This is an optimization exercise on Yosys and OpenROAD, whose aim is small area, a short achievable clock period and few clock cycles, not a production implementation. At most, simulation tests tie the RTL to the original design; equivalence was not proved. Power and IR drop assume default switching activity.

Design two_source_feather_blend, start of the top module:
module two_source_feather_blend #(
  parameter int MAX_DIM = 4096,
  parameter bit      CUT_A = 1'b1,
  parameter bit      CUT_R = 1'b1,
  parameter bit      CUT_B = 1'b1,
  parameter bit      CUT_P = 1'b1,
  parameter bit      CUT_C = 1'b1,
  parameter bit [7:0] CUT_D = 8'b1111_1111
) (
  input  logic                              clk,
  input  logic                              rst,
  input  logic                              cfg_wen,
  input  logic [tsfb_pkg::REG_IDX_W-1:0]    cfg_index,
  input  logic [tsfb_pkg::REG_DATA_W-1:0]   cfg_data,
  input  logic                              s_tvalid,
  output logic                              s_tready,
  input  logic [tsfb_pkg::IN_DATA_W-1:0]    s_tdata,
  output logic                              m_tvalid,
  input  logic                              m_tready,
  output logic [tsfb_pkg::OUT_DATA_W-1:0]   m_tdata
);
Settings: LEC_CHECK=0, CAP_MARGIN=20, CORE_MARGIN=2, CORE_UTILIZATION=40, SETUP_SLACK_MARGIN=3.7, SLEW_MARGIN=20; clock period 7.5 ns.
run.sh (not shown) runs the stock make flow with config.mk's settings and CLKGATE_MAP_FILE= SYNTH_SCRIPT=/design/flow/synth_recipe.tcl, a recipe that flattens the netlist after the stock synthesis.
The starting point completed without violations.
Then changed:
--- a/flow/design.v
+++ b/flow/design.v
@@ -1194,31 +1194,28 @@
       alpha_mode <= 1'b0;
     end else if (cfg_wen) begin
       case (cfg_index)
         3'd0: dim[0] <= cfg_clamped;
         3'd1: dim[1] <= cfg_clamped;
         3'd2: dim[2] <= cfg_clamped;
         3'd3: dim[3] <= cfg_clamped;
         3'd4: alpha_mode <= cfg_data[0];
         default: ;
       endcase
     end
   end
-  localparam int FIFO_D = 16;
-  logic       en;
-  logic [4:0] occ;
-  assign en       = 1'b1;
-  assign s_tready = occ < 5'(FIFO_D);
-  logic acc_hs;
-  assign acc_hs = s_tvalid && s_tready;
+  logic en;
+  logic sv;
+  assign en       = !sv;
+  assign s_tready = en;
   logic [55:0] crd;
   assign crd = {s_tdata[87:60], s_tdata[27:0]};
   logic [3:0]  ax_in;
   logic [47:0] fac;
   for (genvar i = 0; i < 4; i++) begin : g_axis
     logic [13:0] c;
     logic [12:0] hi;
     assign c = crd[14*i +: 14];
     assign ax_in[i] = !c[13] && (c[12:0] < dim[i]);
     assign hi       = dim[i] - c[12:0];
     assign fac[12*i +: 12] = (c[12:0] < {1'b0, dim[i][12:1]}) ? 12'(c[11:0] + 12'd1) : hi[11:0];
   end
@@ -1232,25 +1229,25 @@
     logic [7:0] a;
     logic [7:0] b;
     logic       ge;
     assign a  = s_tdata[28 + 8*c +: 8];
     assign b  = s_tdata[88 + 8*c +: 8];
     assign ge = b >= a;
     assign ch0[17*c +: 17] = {ge, ge ? a : b, ge ? 8'(b - a) : 8'(a - b)};
   end
   localparam int WA = 2 + 48 + 51;
   logic          v1;
   logic [WA-1:0] pa;
   tsfb_pipe #(.W(WA), .CUT(CUT_A)) u_cut_a (
-    .clk(clk), .rst(rst), .en(en), .vi(acc_hs),
+    .clk(clk), .rst(rst), .en(en), .vi(s_tvalid),
     .di({nz0, m0, ch0}), .vo(v1), .dq(pa));
   logic [1:0]  nz1;
   logic [47:0] m1;
   logic [50:0] ch1;
   assign {nz1, m1, ch1} = pa;
   logic [23:0] ws1_0;
   logic [23:0] wc1_0;
   logic [23:0] ws1_1;
   logic [23:0] wc1_1;
   tsfb_mul_12x12 u_mul_w0 (.a(nz1[0] ? m1[11:0]  : 12'd0), .b(m1[23:12]), .ps(ws1_0), .pc(wc1_0));
   tsfb_mul_12x12 u_mul_w1 (.a(nz1[1] ? m1[35:24] : 12'd0), .b(m1[47:36]), .ps(ws1_1), .pc(wc1_1));
   localparam int WR = 1 + 96 + 51;
@@ -1349,41 +1346,37 @@
   end
   logic        any8;
   logic [23:0] q8;
   logic [23:0] lo8;
   assign any8 = bd[9*WD-1];
   assign q8   = bd[8*WD+24 +: 24];
   assign lo8  = bd[8*WD +: 24];
   logic        last_v;
   logic [24:0] last_d;
   assign last_v = vd[8];
   assign last_d = {any8, 8'(lo8[23:16] + q8[23:16]), 8'(lo8[15:8] + q8[15:8]),
                    8'(lo8[7:0] + q8[7:0])};
-  logic [24:0] fifo_mem [0:FIFO_D-1];
-  logic [3:0]  wr_ptr;
-  logic [3:0]  rd_ptr;
-  logic [4:0]  fifo_cnt;
-  logic        out_hs;
-  assign out_hs = m_tvalid && m_tready;
+  logic        ov;
+  logic [24:0] od;
+  logic [24:0] sd;
   always_ff @(posedge clk) begin
     if (rst) begin
-      occ      <= 5'd0;
-      wr_ptr   <= 4'd0;
-      rd_ptr   <= 4'd0;
-      fifo_cnt <= 5'd0;
-    end else begin
-      occ      <= occ + 5'(acc_hs) - 5'(out_hs);
-      wr_ptr   <= wr_ptr + 4'(last_v);
-      rd_ptr   <= rd_ptr + 4'(out_hs);
-      fifo_cnt <= fifo_cnt + 5'(last_v) - 5'(out_hs);
+      ov <= 1'b0;
+      sv <= 1'b0;
+    end else if (en) begin
+      if (!ov || m_tready) ov <= last_v;
+      else                 sv <= last_v;
+    end else if (m_tready) begin
+      ov <= 1'b1;
+      sv <= 1'b0;
     end
   end
-  for (genvar e = 0; e < FIFO_D; e++) begin : g_fifo
-    always_ff @(posedge clk) begin
-      if (last_v && wr_ptr == 4'(e)) fifo_mem[e] <= last_d;
-    end
+  always_ff @(posedge clk) begin
+    if (en && (!ov || m_tready)) od <= last_d;
+    else if (!en && m_tready)    od <= sd;
+  end
+  always_ff @(posedge clk) begin
+    if (en && ov && !m_tready) sd <= last_d;
   end
-  logic [24:0] head;
-  assign head     = fifo_mem[rd_ptr];
-  assign m_tvalid = fifo_cnt != 5'd0;
-  assign m_tdata  = head[24] ? {8'hff, head[23:0]} : 32'd0;
+  assign m_tvalid = ov;
+  assign m_tdata  = od[24] ? {8'hff, od[23:0]} : 32'd0;
 endmodule
Outcome: The changed run went through all stages and came out clean; final area is higher by 3.9%; cell count is lower by about 3%; clock-buffer cell count is lower by 61; critical path depth is higher by 8; power is lower by about 1.5%; maximum frequency is higher by about 22%; wire length is higher by about 0.9%; core utilization hardly moves; setup slack improved by 870 ps; synthesized cell count is lower by about 7%.
Testbench counts after the change, summed over its fixed seeds: cycles 15,072.
Only the layout flow was run in the first run of this note; the RTL was not checked for function there.

what the ideal ports hide:
How much do the figures lean on ideal ports? The routed layouts below were timed once more, with nothing changed but the port constraints. Step 1 sets driving cells, clkbuf_16 on the clock port and buf_2 on the other inputs (assumed; they add their load-dependent delay and slew). Step 2 also shifts input and output timing later by t, the mid clock arrival at the registers, as if the neighbouring blocks saw the same clock. Slacks: no drivers / after step 1 / after step 2; pairs: no drivers / after step 1.
run	t (ns)	setup WS [ns]	hold slack, ns	worst setup path at the end	worst data-port slew with drivers (ns)
the first run	0.970	2.754 / 2.659 / 2.848	0.237 / 0.237 / 0.237	input to register	0.06
the second run	0.958	3.623 / 3.623 / 2.865	0.380 / 0.380 / 0.380	input to register	0.13
After both steps every run listed still meets setup and hold. For the second run, which loses most, drivers alone change the setup slack by 0.000 ns; drivers and shift together by -0.758 ns.
